Source: an optimization exercise on an open RTL-to-GDS flow (aim: small area, a short achievable clock period and few clock cycles per item). Production flows keep margins and buffers that such runs may drop. Function was checked by simulation only, so behaviour that the tests miss may differ from the original.

$ cat flow/design.v
package mdu_pkg;
  localparam int CNT_W = 4;
  localparam int MULT_CYCLES_DEF = 5;
  localparam int DIV_CYCLES_DEF = 10;
  localparam logic [3:0] MD_NOP   = 4'd0;
  localparam logic [3:0] MD_MULT  = 4'd1;
  localparam logic [3:0] MD_MULTU = 4'd2;
  localparam logic [3:0] MD_DIV   = 4'd3;
  localparam logic [3:0] MD_DIVU  = 4'd4;
  localparam logic [3:0] MD_MTHI  = 4'd5;
  localparam logic [3:0] MD_MTLO  = 4'd6;
  localparam logic [3:0] MD_MADD  = 4'd7;
  localparam logic [3:0] MD_MADDU = 4'd8;
  localparam logic [3:0] MD_MSUB  = 4'd9;
  localparam logic [3:0] MD_MSUBU = 4'd10;
endpackage
  function automatic logic is_madd_op(input logic [3:0] op);
    is_madd_op = 1'b0;
  endfunction
  function automatic logic is_mul_op(input logic [3:0] op);
    is_mul_op = op == mdu_pkg::MD_MULT || op == mdu_pkg::MD_MULTU || is_madd_op(op);
  endfunction
  function automatic logic is_div_op(input logic [3:0] op);
    is_div_op = op == mdu_pkg::MD_DIV || op == mdu_pkg::MD_DIVU;
  endfunction
  function automatic logic is_signed_op(input logic [3:0] op);
    is_signed_op = op == mdu_pkg::MD_MULT || op == mdu_pkg::MD_DIV ||
                   op == mdu_pkg::MD_MADD || op == mdu_pkg::MD_MSUB;
  endfunction
module md_row (
  input  logic [32:0] a,
  input  logic [34:0] b,
  input  logic        cin,
  input  logic        div,
  input  logic        msel,
  output logic [34:0] o,
  output logic        sel
);
  localparam int W = 35;
  logic [W-1:0] aa, p0, g, p, c;
  logic [W-1:0] s;
  always_comb begin
    aa = {a[32], a[32], a};
    p0 = aa ^ b;
    g = aa & b;
    g[0] = g[0] | (p0[0] & cin);
    p = p0;
    g = g | (p & (g << 1) & 35'h2AAAAAAAA);
    p = p & ((p << 1) | ~35'h2AAAAAAAA);
    g = g | (p & (g << 2) & 35'h088888888);
    p = p & ((p << 2) | ~35'h088888888);
    g = g | (p & (g << 4) & 35'h080808080);
    p = p & ((p << 4) | ~35'h080808080);
    g = g | (p & (g << 8) & 35'h080008000);
    p = p & ((p << 8) | ~35'h080008000);
    g = g | (p & (g << 16) & 35'h080000000);
    p = p & ((p << 16) | ~35'h080000000);
    g = g | (p & (g << 8) & 35'h000800000);
    g = g | (p & (g << 4) & 35'h008080800);
    g = g | (p & (g << 2) & 35'h222222220);
    g = g | (p & (g << 1) & 35'h555555554);
    c = {g[W-2:0], cin};
    s = p0 ^ c;
  end
  assign sel = div ? ~s[34] : msel;
  assign o = sel ? s : {a[32], a[32], a};
endmodule
module md_lzc (
  input  logic [31:0] v,
  output logic [5:0]  n
);
  logic [15:0] z1;  logic [15:0] c1;
  logic [7:0]  z2;  logic [15:0] c2;
  logic [3:0]  z3;  logic [11:0] c3;
  logic [1:0]  z4;  logic [7:0]  c4;
  logic        z5;  logic [4:0]  c5;
  for (genvar g = 0; g < 16; g++) begin : g_l1
    assign z1[g] = ~v[2*g+1] & ~v[2*g];
    assign c1[g] = ~v[2*g+1];
  end
  for (genvar g = 0; g < 8; g++) begin : g_l2
    assign z2[g] = z1[2*g+1] & z1[2*g];
    assign c2[2*g+1:2*g] = z1[2*g+1] ? {1'b1, c1[2*g]} : {1'b0, c1[2*g+1]};
  end
  for (genvar g = 0; g < 4; g++) begin : g_l3
    assign z3[g] = z2[2*g+1] & z2[2*g];
    assign c3[3*g+2:3*g] = z2[2*g+1] ? {1'b1, c2[4*g+1:4*g]} : {1'b0, c2[4*g+3:4*g+2]};
  end
  for (genvar g = 0; g < 2; g++) begin : g_l4
    assign z4[g] = z3[2*g+1] & z3[2*g];
    assign c4[4*g+3:4*g] = z3[2*g+1] ? {1'b1, c3[6*g+2:6*g]} : {1'b0, c3[6*g+5:6*g+3]};
  end
  assign z5 = z4[1] & z4[0];
  assign c5 = z4[1] ? {1'b1, c4[3:0]} : {1'b0, c4[7:4]};
  assign n = z5 ? 6'd32 : {1'b0, c5};
endmodule
module md_cneg (
  input  logic [31:0] v,
  input  logic        s,
  output logic [31:0] o
);
  logic [31:0] p;          
  always_comb begin
    p = v;
    p = p | ((p << 1) & 32'hAAAAAAAA);
    p = p | ((p << 2) & 32'h88888888);
    p = p | ((p << 4) & 32'h80808080);
    p = p | ((p << 8) & 32'h80008000);
    p = p | ((p << 16) & 32'h80000000);
    p = p | ((p << 8) & 32'h00800000);
    p = p | ((p << 4) & 32'h08080800);
    p = p | ((p << 2) & 32'h22222220);
    p = p | ((p << 1) & 32'h55555554);
  end
  assign o = v ^ ({p[30:0], 1'b0} & {32{s}});
endmodule
module md_cneg_r (
  input  logic [31:0] v,
  input  logic        s,
  output logic [31:0] o
);
  logic [31:0] p;          
  always_comb begin
    p[0] = 1'b0;
    for (int i = 1; i < 32; i++) begin
      p[i] = p[i-1] | (s & v[i-1]);
    end
  end
  assign o = v ^ p;
endmodule
module md_unit (
  input  logic        clk,
  input  logic        reset_n,
  input  logic        start,
  input  logic [3:0]  op,
  input  logic [31:0] a,
  input  logic [31:0] b,
  output logic        busy,
  output logic [31:0] hi,
  output logic [31:0] lo
);
  function automatic logic is_madd_op(input logic [3:0] op);
    is_madd_op = 1'b0;
  endfunction
  function automatic logic is_mul_op(input logic [3:0] op);
    is_mul_op = op == mdu_pkg::MD_MULT || op == mdu_pkg::MD_MULTU || is_madd_op(op);
  endfunction
  function automatic logic is_div_op(input logic [3:0] op);
    is_div_op = op == mdu_pkg::MD_DIV || op == mdu_pkg::MD_DIVU;
  endfunction
  function automatic logic is_signed_op(input logic [3:0] op);
    is_signed_op = op == mdu_pkg::MD_MULT || op == mdu_pkg::MD_DIV ||
                   op == mdu_pkg::MD_MADD || op == mdu_pkg::MD_MSUB;
  endfunction
  localparam int K = 4;             
  localparam int NC = 32 / K;       
  localparam int NM = 16 / K;       
  localparam logic [1:0] S_MUL = 2'd0, S_DIV = 2'd1, S_MC = 2'd3;
  logic [1:0]  st;
  logic        first;
  logic [3:0]  cnt;
  logic [32:0] x;       
  logic        hx;
  logic        bprev;
  logic        sg;
  logic        mcorr;
  logic        dcin;
  logic        qneg, rneg;
  logic        sgn_in;
  assign sgn_in = is_signed_op(op);
  logic        is_div, dfirst;
  assign is_div = st == S_DIV;
  assign dfirst = is_div && first;
  logic [31:0] cn_a;
  md_cneg u_cna (.v(lo), .s(na), .o(cn_a));
  logic        na, nd;
  logic [31:0] n_abs;
  logic [5:0]  lzn, lzd;
  logic [6:0]  steps;         
  logic        q0;
  logic [3:0]  dcyc;          
  logic [63:0] al_d;
  assign na = sg & lo[31];
  assign nd = ~dcin;
  assign n_abs = cn_a;
  md_lzc u_lzn (.v(n_abs), .n(lzn));
  md_lzc u_lzd (.v(~x[31:0]), .n(lzd));
  assign steps = {1'b0, lzd} - {1'b0, lzn} + 7'd1;
  assign q0 = steps[6] || steps == 7'd0;
  assign dcyc = (steps > 7'd32) ? 4'(NC) : 4'((steps + 7'(K - 1)) / K);
  logic [2:0] dsh;       
  assign dsh = 3'(4'(NC) - dcyc);
  logic [31:0] rot1, rot2, rot3, dmask;
  assign rot1 = dsh[0] ? {n_abs[27:0], n_abs[31:28]} : n_abs;
  assign rot2 = dsh[1] ? {rot1[23:0], rot1[31:24]} : rot1;
  assign rot3 = dsh[2] ? {rot2[15:0], rot2[31:16]} : rot2;
  assign dmask = ~(32'hFFFF_FFFF << {dsh, 2'b00});
  assign al_d = {rot3 & dmask, rot3 & ~dmask};
  logic [31:0] lo_e;      
  logic [32:0] bsrc;
  logic [32:0] ra [0:K];
  logic [34:0] ro [0:K-1];
  logic [K-1:0] rsel;
  logic        rcin;
  assign lo_e = dfirst ? al_d[31:0] : lo;
  assign bsrc = x;
  assign rcin = dcin;
  assign ra[0] = dfirst ? {al_d[63:32], al_d[31]} : (is_div ? {hi, lo[31]} : {hx, hi});
  for (genvar i = 0; i < K; i++) begin : g_row
    logic b2, b1, b0;
    logic neg, two, nz;
    logic [34:0] rb;
    assign b2 = lo[2*i+1];
    assign b1 = lo[2*i];
    if (i == 0) begin : g_p0
      assign b0 = bprev;
    end else begin : g_pi
      assign b0 = lo[2*i-1];
    end
    always_comb begin
      if (is_div) begin
        neg = 1'b0; two = 1'b0; nz = 1'b0;
      end else if (st == S_MC) begin
        neg = 1'b0; two = 1'b0; nz = (i == 0);
      end else begin
        neg = b2 & ~(b1 & b0);
        two = (b2 & ~b1 & ~b0) | (~b2 & b1 & b0);
        nz  = ~((b2 & b1 & b0) | (~b2 & ~b1 & ~b0));
      end
    end
    assign rb = (two ? {bsrc[32], bsrc, 1'b0} : {bsrc[32], bsrc[32], bsrc}) ^ {35{neg}};
    md_row u_row (
      .a(ra[i]), .b(rb), .cin(is_div ? rcin : neg), .div(is_div), .msel(nz), .o(ro[i]),
      .sel(rsel[i])
    );
    if (i < K - 1) begin : g_next
      assign ra[i+1] = is_div ? {ro[i][31:0], lo_e[30-i]} : ro[i][34:2];
    end else begin : g_end
      assign ra[i+1] = is_div ? {1'b0, ro[i][31:0]} : ro[i][34:2];
    end
  end
  logic [K-1:0]   qbits;
  logic [2*K-1:0] pbits;
  for (genvar i = 0; i < K; i++) begin : g_bits
    assign qbits[K-1-i] = rsel[i];
    assign pbits[2*i+1:2*i] = ro[i][1:0];
  end
  logic [32:0] acc_o;
  logic [31:0] lo_mul, lo_div, rem_o, quo_o;
  logic        dlast;
  assign acc_o  = ra[K];
  assign lo_mul = {pbits, lo[31:2*K]};
  assign lo_div = {lo_e[31-K:0], qbits};
  logic        srem, squo;
  assign dlast = first ? dcyc == 4'd1 : cnt == 4'(NC - 1);
  assign srem  = dlast & (first ? na : rneg);
  assign squo  = dlast & (first ? na ^ nd : qneg);
  md_cneg_r u_cnr (.v(ra[K][31:0]), .s(srem), .o(rem_o));
  md_cneg_r u_cnq (.v(lo_div), .s(squo), .o(quo_o));
  logic [31:0] mrest_mask, mrest;
  logic        mdone;
  logic [63:0] al_m;
  assign mrest_mask = 32'hFFFF_FFFF >> (6'((cnt + 4'd1) * 2 * K));
  assign mrest = lo_mul & mrest_mask;
  assign mdone = lo[2*K-1] ? (mrest == mrest_mask) : (mrest == 32'd0);
  logic [1:0]  msh;       
  logic [95:0] um, ums;
  assign msh = mdone ? 2'd3 - cnt[1:0] : 2'd0;
  assign um = {{31{acc_o[32]}}, acc_o, lo_mul};
  assign ums = um >> {msh, 3'b000};
  assign al_m = ums[63:0];
  logic acc_go;
  assign acc_go = start && !busy;
  always_ff @(posedge clk) begin
    if (acc_go) begin
      if (is_mul_op(op)) begin
        x     <= {sgn_in & a[31], a};
        mcorr <= !sgn_in & b[31];
        hx    <= 1'b0;
        bprev <= 1'b0;
      end else if (is_div_op(op)) begin
        x     <= {1'b1, b ^ {32{~(sgn_in & b[31])}}};
        dcin  <= ~(sgn_in & b[31]);
        sg    <= sgn_in;
      end
    end else if (busy) begin
      if (dfirst) begin
        qneg  <= na ^ nd;
        rneg  <= na;
      end else if (st == S_MUL) begin
        hx    <= acc_o[32];
        bprev <= lo[2*K-1];
      end
    end
  end
  always_ff @(posedge clk or negedge reset_n) begin
    if (!reset_n) begin
      hi    <= '0;
      lo    <= '0;
      busy  <= 1'b0;
      st    <= S_MUL;
      first <= 1'b0;
      cnt   <= 4'd0;
    end else if (!busy) begin
      if (start) begin
        if (is_mul_op(op)) begin
          hi   <= '0;
          lo   <= b;
          busy <= 1'b1;
          st   <= S_MUL;
          cnt  <= 4'd0;
        end else if (is_div_op(op)) begin
          if (b != 32'd0) begin
            lo    <= a;
            busy  <= 1'b1;
            st    <= S_DIV;
            first <= 1'b1;
          end
        end else if (op == mdu_pkg::MD_MTHI) begin
          hi <= a;
        end else if (op == mdu_pkg::MD_MTLO) begin
          lo <= a;
        end
      end
    end else begin
      case (st)
        S_MUL: begin
          cnt <= cnt + 4'd1;
          {hi, lo} <= al_m;
          if (mdone) begin
            if (mcorr) st <= S_MC;
            else busy <= 1'b0;
          end
        end
        S_MC: begin
          hi   <= ro[0][31:0];
          st   <= S_MUL;
          busy <= 1'b0;
        end
        S_DIV: begin
          first <= 1'b0;
          if (dfirst && q0) begin
            hi   <= lo;
            lo   <= '0;
            busy <= 1'b0;
          end else begin
            hi  <= rem_o;
            lo  <= quo_o;
            cnt <= dfirst ? 4'(NC + 1) - dcyc : cnt + 4'd1;
            if (dlast) busy <= 1'b0;
          end
        end
        default: ;
      endcase
    end
  end
endmodule
$ cat flow/config.mk
export PLATFORM = sky130hd
export DESIGN_NAME = md_unit
export DESIGN_NICKNAME = md_unit
export VERILOG_FILES = /design/flow/design.v
export SDC_FILE = /design/flow/constraint.sdc
export NUM_CORES = 4
export LEC_CHECK = 0
export ABC_AREA = 1
export CAP_MARGIN = 20
export CORE_MARGIN = 2
export CORE_UTILIZATION = 40
export SLEW_MARGIN = 20
$ cat flow/flow/run.sh
#!/bin/bash
set -uo pipefail
bash standard.sh "BUFFER_PORTS_ARGS=-buffer_cell sky130_fd_sc_hd__buf_1" SETUP_SLACK_MARGIN=102.5 finish > standard.log 2>&1
$ cat flow/standard.sh
#!/bin/bash
# synth_recipe.tcl (not shown) runs the flow's synth.tcl, then flattens the netlist and writes it again
# the make line also repeats each setting of config.mk as NAME=value (left out here)
make -C /OpenROAD-flow-scripts/flow DESIGN_CONFIG=/design/flow/config.mk WORK_HOME=/design/flow/orfs CLKGATE_MAP_FILE= SYNTH_SCRIPT=/design/flow/synth_recipe.tcl "${@:-finish}"
$ cat flow/constraint.sdc
create_clock -name core_clock -period 130.0 [get_ports {clk}]
set_input_delay 26.0000 -clock core_clock [delete_from_list [all_inputs] [get_ports {clk}]]
set_output_delay 26.0000 -clock core_clock [all_outputs]
set_load 0.01 [all_outputs]
==> results.rst <==
.. list-table::
   :header-rows: 1

   * - Metric
     - Value
   * - Library cell used as clock root buffer
     - clkbuf_16
   * - FILL cells
     - 6932
   * - Main synth FF type
     - dfrtp_1
   * - Worst path slowest cell
     - dfrtp_1
   * - Top cell family by delay on the critical path
     - flip-flops
   * - Multi-input gate area
     - 20300 um2
   * - Via count of the first global-routing pass
     - 27.8k
   * - Horizontal extent of the die
     - 257 um
   * - Number of vias after detailed routing
     - 30.7k
   * - Final hold vios
     - 0
   * - Setup repair after global routing missed its margin
     - yes
   * - Total half-perimeter wirelength after legalization and detailed placement
     - 108 mm
   * - Critical Path Fanout Max
     - 11
   * - Most used cells in the layout excluding fill and tap cells
     - nand2_1 (1094), o21ai_0 (485), inv_1 (394), nand3_1 (298), xor2_1 (231)
   * - Post-Syn Area
     - 25600 um2
   * - Remaining design rule violation count
     - 0
   * - M1 GR Usage
     - 52.2%
   * - Synth warn
     - 7
   * - Post-route minimum period
     - 27520 ps
   * - Category of the worst setup path launch point
     - flop
   * - Status
     - complete, no violations
   * - Gp weighted congestion
     - 1.14
   * - Detailed Route Iter0 Violations
     - 4238
   * - Fraction of the cycle the final worst path needs
     - 21.2%
   * - CP cell instances
     - buf_1
   * - Number of buffers added to fix hold violations after cts
     - 0
   * - Longest Clk Path Bufs
     - 2
   * - Crit Path Class
     - flop to primary output
   * - Layout Cell Area excl Fill
     - 27600 um2
   * - Quantity of I/O buffers inserted on ports
     - 135
   * - Fraction of layout cells with a size suffix above 1
     - 8.14%
   * - M2 GR Usage
     - 57.5%
   * - Aggregate global routing overflow
     - 0
   * - Syn avg cell area
     - 6.14 um2
   * - Endpoint kind of the worst setup timing path
     - primary output
   * - Max Cap Viol
     - 0
   * - Register cell area after layout
     - 3000 um2
   * - Worst min-delay path category
     - flop to flop
   * - Number of buffers added by the clock tree synthesis step
     - 9
   * - Antenna Violating Nets Remaining
     - 0
   * - Height of the die
     - 257 um
   * - Headroom to the max-slew limit
     - 31.5%
   * - Per-cell via count in the routed design
     - 6.11
   * - Arrival @ worst endpoint
     - 1520 ps
   * - Register-to-register setup slack
     - 104020 ps
   * - Later-pin clock latency in the skew report
     - 390 ps
   * - Clock tree sinks
     - 112
   * - Core Region
     - 63200 um2
   * - Synthesized flop and latch total
     - 112
   * - Overall track demand over capacity in global routing
     - 39.6%
   * - Post-place instance area
     - 26600 um2
   * - Most common cell after layout, fill and taps aside
     - nand2_1
   * - 1st-pass router iterations
     - 6
   * - WP buf/inv
     - 1
   * - Initial Util
     - 40.5%
   * - WL per Instance
     - 27.0 um
   * - Clock tree from TritonCTS
     - done
   * - Number of placed I/O pins
     - 136
   * - Global routing's busiest layer
     - met2
   * - Post-synth EDFFs
     - 40
   * - Area growth syn-to-layout
     - 7.93%
   * - Largest stage delay on the critical path
     - 890 ps
   * - Maximum clock frequency
     - 36.3 MHz
   * - Net count reported at finish
     - 4451
   * - Launching point of the worst reg2reg path
     - lo[31]$_DFFE_PN0P_
   * - Fin Clk Skew
     - 9.31 ps
   * - Portion of the post-synthesis area used by sequential elements
     - 11.7%
   * - Share of async-settable or async-resettable flops after synthesis
     - 64.3%
   * - Total of endpoints with negative setup slack in the final report
     - 0
   * - Clock-pin slew on the worst setup and hold paths
     - 80 ps
   * - Site Rows
     - 92
   * - Net Count, Synth
     - 4461
   * - WL final
     - 135 mm
   * - Die footprint
     - 66100 um2
   * - First-pass GRT wire length
     - 193 mm
   * - Antenna violations before repair
     - 5
   * - Actual slew at the worst max-slew pin
     - 1020 ps
   * - GR met3 Demand/Resource
     - 10.3%
   * - Origin of the worst setup path
     - lo[24]$_DFFE_PN0P_
   * - Final TNS setup
     - 0 ps
   * - Critical Path RT
     - 104000 ps
   * - Final Max Slew Viols
     - 0
   * - Number of distinct library cells after synthesis
     - 73
   * - Startpoint of the worst hold path
     - mcorr$_DFFE_PP_
   * - Post-Synthesis Cells
     - 4171
   * - Number of levels in the clock H-tree
     - 3
   * - Maximum number of pins on one net before global-route repair
     - 85
## through the flow
step,worst slack (ps),util (%),hold WS (ps),cells
after global placement,101510,42.2,515,4972
after global routing,102470,43.7,555,5014
final,102480,43.7,534,5015
after CTS,102490,43.0,539,4996
after floorplan,102500,-,473,4171
after detailed placement,101430,42.2,521,4972
## synthesized netlist by cell type, types with 53 or more instances
library cell | instances | area, um2
ha_1 | 146 | 1830
buf_2 | 53 | 265
clkbuf_1 | 139 | 522
dfrtp_1 | 72 | 1800
nand2_1 | 1098 | 4120
o21ai_0 | 489 | 2450
inv_1 | 398 | 1490
nor2_1 | 219 | 822
xor2_1 | 231 | 2020
o21ai_1 | 76 | 380
nand3_1 | 300 | 1500
fa_1 | 73 | 1460
a21oi_1 | 175 | 876
## kinds of logic after synthesis
group	Yosys count	share of synthesized area [%]
AOI/OAI and AO/OA	1034	23.3
xor gates and xnor gates	263	9.00
adders and majority gates	219	12.8
buffers and inverters	672	10.6
DFF	112	11.7
muxes	6	0.235
and+or+nand+nor	1865	32.3
## layout make-up
| class | count | area share [%] |
|---|---|---|
| Tap cell | 846 | 3.83 |
| Timing Repair Buffer | 217 | 4.70 |
| Sequential cell | 112 | 10.9 |
| Inverter | 430 | 6.05 |
| Timing Repair inverter | 2 | 0.0498 |
| Clock buffer | 9 | 0.815 |
| Antenna cell | 3 | 0.0272 |
| Multi-Input combinational cell | 3389 | 73.3 |
| Clock inverter | 7 | 0.330 |
## layer usage
layer,vias to the layer above,wire length [um]
met2,1944,54200
met4,4,10800
li1,13900,-
met1,14300,53800
met5,-,23
met3,431,16500
## sequential cells by signal, summed over array words and instances, names as in the netlist, 2 cells and up
signal  cells
lo         32
x          33
hi         32
cnt         4
st          2
## worst register-to-register path: cells and delay by family, from the launching register on
family	cells	cell delay, ps
flops	1	850
fa+ha+maj	11	4530
compound gates	19	4330
simple gates	73	11360
buf+inv	18	4820
## final timing paths
path | cells after the start | endpoint
worst max-delay path | 1 | lo[24]
worst min-delay path | 2 | busy$_DFF_PN0_
worst max register to register | 121 | hi[8]$_DFFE_PN0P_
worst min register to register | 2 | busy$_DFF_PN0_
max in group asynchronous | 2 | hi[18]$_DFFE_PN0P_
min in group asynchronous | 1 | st[0]$_DFFE_PN0P_
## repair_timing
item,CTS,global route
endpoints found under the setup margin,115,75
buffers inserted,4,12
gates resized for setup,31,66
hold endpoints to repair,0,0
pin swaps,3,17
cloned,4,4
Testbench counts, summed over its fixed seeds: cycles 275,439, ops 80,000.

[separate check: timing with driven ports]
How much do the figures lean on ideal ports? The routed layout below was timed once more, with nothing changed but the port constraints. Step 1 sets driving cells, clkbuf_16 on the clock port and buf_2 on the other inputs (assumed; they add their load-dependent delay and slew). Step 2 moves the port delays by t, midway between the first and last clock arrival at a register: inputs arrive t later, outputs are due t later. That takes back most of the time a late clock gives input paths. Slacks: no drivers / after step 1 / after step 2; pairs: no drivers / after step 1.
shift t [ns]: 0.428
setup slack, ns: 102.484 / 102.438 / 102.109
cell pins on the clock port's net: 1
After both steps setup and hold are still met in this run. For this run, drivers alone change the setup slack by -0.046 ns; drivers and shift together by -0.375 ns.
